Source: an optimization exercise on an open RTL-to-GDS flow (aim: a short achievable clock period and few clock cycles). Production flows keep margins and buffers that such runs may drop.
Where RTL was checked, it was by simulation tests only, not by an equivalence proof against the original.
Power is estimated from default activity; no workload was simulated.

## the baseline
==> flow/design.v (excerpt) <==
module cpu_top (
    input  logic        clk,
    input  logic        rst_n,
    input  logic [15:0] i_imem_data,
    input  logic [15:0] i_dmem_rdata,
    output logic [10:0] o_imem_addr,
    output logic [10:0] o_dmem_addr,
    output logic        o_dmem_we,
    output logic [15:0] o_dmem_wdata,
    output logic        o_io_stall
);
Size: roughly 3600 cells after synthesis, roughly 860 flip-flops, about 74 I/O pins.
clock: 5.5 ns
lec_check: 0
abc_clock_period_in_ps: 2000
cap_margin: 20
core_margin: 2
core_utilization: 40
setup_slack_margin: 3.4
slew_margin: 20
tns_end_percent: 100
run.sh (not shown) runs the stock make flow with config.mk's settings and CLKGATE_MAP_FILE= SYNTH_SCRIPT=/design/flow/synth_recipe.tcl, a recipe that flattens the netlist after the stock synthesis.
The following lists how the candidate was set up differently from the baseline:
--- a/flow/design.v
+++ b/flow/design.v
@@ -278,25 +278,14 @@
     logic [15:0] w_res, w_s, w_c;
     logic [15:0] w_prod;
     logic [15:0] w_val;
     logic        x_writes;
     logic [3:0]  x_wr;
     logic [15:0] x_val;
-    logic [10:0] pco_q;
-    logic [10:0] pco_d;
-    assign o_imem_addr = pco_q;
-    always_comb begin
-        if (flush)           pco_d = e_tgt;
-        else if (i_redirect) pco_d = i_tgt;
-        else if (!fv)        pco_d = pco_q;
-        else if (btb_hit)    pco_d = btb_tgt;
-        else                 pco_d = pc_inc;
-    end
-    always_ff @(posedge clk) begin
-        pco_q <= rst_n ? pco_d : 11'd0;
-    end
+    logic [10:0] pco_n_q;
+    assign o_imem_addr = ~pco_n_q;
     assign pc_inc      = pc_q + 11'd1;
     assign fv = !((q_cnt == 2'd2) || ((q_cnt == 2'd1) && p_q));
     fetch_unit #(.N(4)) u_btb (
         .clk       (clk),
         .rst_n     (rst_n),
         .i_pc      (pc_q),
@@ -313,19 +302,21 @@
         else if (btb_hit)    pc_d = btb_tgt;
         else                 pc_d = pc_inc;
     end
     always_ff @(posedge clk or negedge rst_n) begin
         if (!rst_n) begin
             pc_q     <= '0;
+            pco_n_q  <= '1;
             p_q      <= 1'b0;
             pnpc_q   <= '0;
             ppred_q  <= 1'b0;
             phi_p1_q <= 6'd1;
             phi_m1_q <= 6'h3f;
         end else begin
             pc_q     <= pc_d;
+            pco_n_q  <= ~pc_d;
             p_q      <= fv && !flush && !i_redirect;
             pnpc_q   <= pc_inc;
             ppred_q  <= btb_hit;
             phi_p1_q <= pc_inc[10:5] + 6'd1;
             phi_m1_q <= pc_inc[10:5] - 6'd1;
         end
@@ -459,23 +450,20 @@
     assign sb_w = !hb_e && !hb_m && hb_w;
     assign sb_x = !hb_e && !hb_m && !hb_w && hb_x;
     assign sb_r = !hb_e && !hb_m && !hb_w && !hb_x;
     logic e_kadd, e_ksub;
     assign e_kadd = !e_sub;
     assign e_ksub = e_sub && !e_slt;
-    function automatic logic [15:0] fwd(input logic q, input logic se, input logic sm, input logic sw,
-                                        input logic sx, input logic sr, input logic lt,
-                                        input logic [15:0] m_v2, input logic [15:0] w_v,
-                                        input logic [15:0] x_v, input logic [15:0] r_v);
-        fwd = ({16{q && se && e_kadd}} & e_add) | ({16{q && se && e_ksub}} & e_subr) |
-              {15'd0, q && se && e_slt && lt} |
-              ({16{q && sm}} & m_v2) | ({16{q && sw}} & w_v) |
-              ({16{q && sx}} & x_v) | ({16{q && sr}} & r_v);
-    endfunction
-    assign op_a = fwd(1'b1, sa_e, sa_m, sa_w, sa_x, sa_r, e_lt, m_val, w_val, x_val, rf_rs);
-    assign op_b = fwd(1'b1, sb_e, sb_m, sb_w, sb_x, sb_r, e_lt, m_val, w_val, x_val, rf_rt);
+    assign op_a = ({16{sa_e && e_kadd}} & e_add) | ({16{sa_e && e_ksub}} & e_subr) |
+                  {15'd0, sa_e && e_slt && e_lt} |
+                  ({16{sa_m}} & m_val) | ({16{sa_w}} & w_val) |
+                  ({16{sa_x}} & x_val) | ({16{sa_r}} & rf_rs);
+    assign op_b = ({16{sb_e && e_kadd}} & e_add) | ({16{sb_e && e_ksub}} & e_subr) |
+                  {15'd0, sb_e && e_slt && e_lt} |
+                  ({16{sb_m}} & m_val) | ({16{sb_w}} & w_val) |
+                  ({16{sb_x}} & x_val) | ({16{sb_r}} & rf_rt);
     logic d_issue;
     assign d_issue = d_v && !stall_q && !flush;
     always_ff @(posedge clk or negedge rst_n) begin
         if (!rst_n) begin
             e_v      <= 1'b0;
             e_writes <= 1'b0;
@@ -495,18 +483,18 @@
         e_sub  <= d_sub;
         e_wr   <= d_wr;
         e_imm  <= d_i[4:0];
         e_tgt  <= d_npc + {{6{d_i[4]}}, d_i[4:0]};
         e_a_q  <= op_a;
         e_b_q  <= op_b;
-        e_ca_q <= fwd(d_cbr, sa_e, sa_m, sa_w, sa_x, sa_r, e_lt, m_val, w_val, x_val, rf_rs);
-        e_cb_q <= fwd(d_cbr, sb_e, sb_m, sb_w, sb_x, sb_r, e_lt, m_val, w_val, x_val, rf_rt);
-        e_ga_q <= fwd(d_load || d_store, sa_e, sa_m, sa_w, sa_x, sa_r, e_lt, m_val, w_val, x_val, rf_rs);
-        e_sb_q <= fwd(d_store, sb_e, sb_m, sb_w, sb_x, sb_r, e_lt, m_val, w_val, x_val, rf_rt);
-        e_ma_q <= fwd(d_mul, sa_e, sa_m, sa_w, sa_x, sa_r, e_lt, m_val, w_val, x_val, rf_rs);
-        e_mb_q <= fwd(d_mul, sb_e, sb_m, sb_w, sb_x, sb_r, e_lt, m_val, w_val, x_val, rf_rt);
+        e_ca_q <= d_cbr ? op_a : 16'd0;
+        e_cb_q <= d_cbr ? op_b : 16'd0;
+        e_ga_q <= (d_load || d_store) ? op_a : 16'd0;
+        e_sb_q <= d_store ? op_b : 16'd0;
+        e_ma_q <= d_mul ? op_a : 16'd0;
+        e_mb_q <= d_mul ? op_b : 16'd0;
     end
     execute_unit u_execute (
         .i_sub  (e_sub),
         .i_a    (e_a_q),
         .i_b    (e_b_q),
         .i_ca   (e_ca_q),
### Flow results
The part of the total power dissipated in combinational logic of the candidate falls short of that of the baseline by 1.0 points.
The candidate: worst stage delay on the critical path lower than the baseline
Going from the baseline to the candidate, global-route usage was more or less identical, total power draw went down by about 1.3%, highest clock frequency the design can meet went up by about 5.4%, slew of the pin with the lowest slew margin went up by 81 ps, async set-reset flop share out of synthesis went up by 1.3 points.
From the baseline to the candidate the numbers moved as follows: final worst slack up 140 ps, post-place setup slack higher.
NOTE pin count of the biggest net entering global routing the baseline->the candidate increased by a few percent
Proportion of cell area spent on the clock network in the candidate is 0.20 points higher than in the baseline
Comparing the candidate and the baseline, the higher top fanout value on the critical path is on the candidate.
Total of clock buffers placed in the layout went up by a few percent going from the baseline to the candidate.
Testbench counts of the candidate, summed over its fixed seeds: cycles 29,510.
Function not checked in the baseline: the RTL went through the layout flow alone.

## static timing again, ports no longer ideal
Ports are ideal in the flow. The routed layouts listed here were re-timed in OpenROAD. Step 1 (the two cells are an assumption about what drives the block):
set clk [get_ports {clk}]
set_driving_cell -lib_cell sky130_fd_sc_hd__clkbuf_16 $clk
set_driving_cell -lib_cell sky130_fd_sc_hd__buf_2 [delete_from_list [all_inputs] $clk]
Step 2 moves the port delays by t, midway between the first and last clock arrival at a register: inputs arrive t later, outputs are due t later. That takes back most of the time a late clock gives input paths. Slacks: ideal / step 1 / step 2; pairs: ideal / step 1.
run	t (ns)	slack for setup (ns)	slew at the worst register clock pin (ns)	worst data-port slew with drivers (ns)
the baseline	0.741	2.739 / 2.739 / 2.295	0.07 / 0.07	0.07
the candidate	0.745	2.881 / 2.881 / 2.341	0.07 / 0.07	0.11
After both steps setup and hold are still met in every run listed. The setup slack of the candidate, which loses most, moves by 0.000 ns with the drivers and by -0.540 ns with both steps.
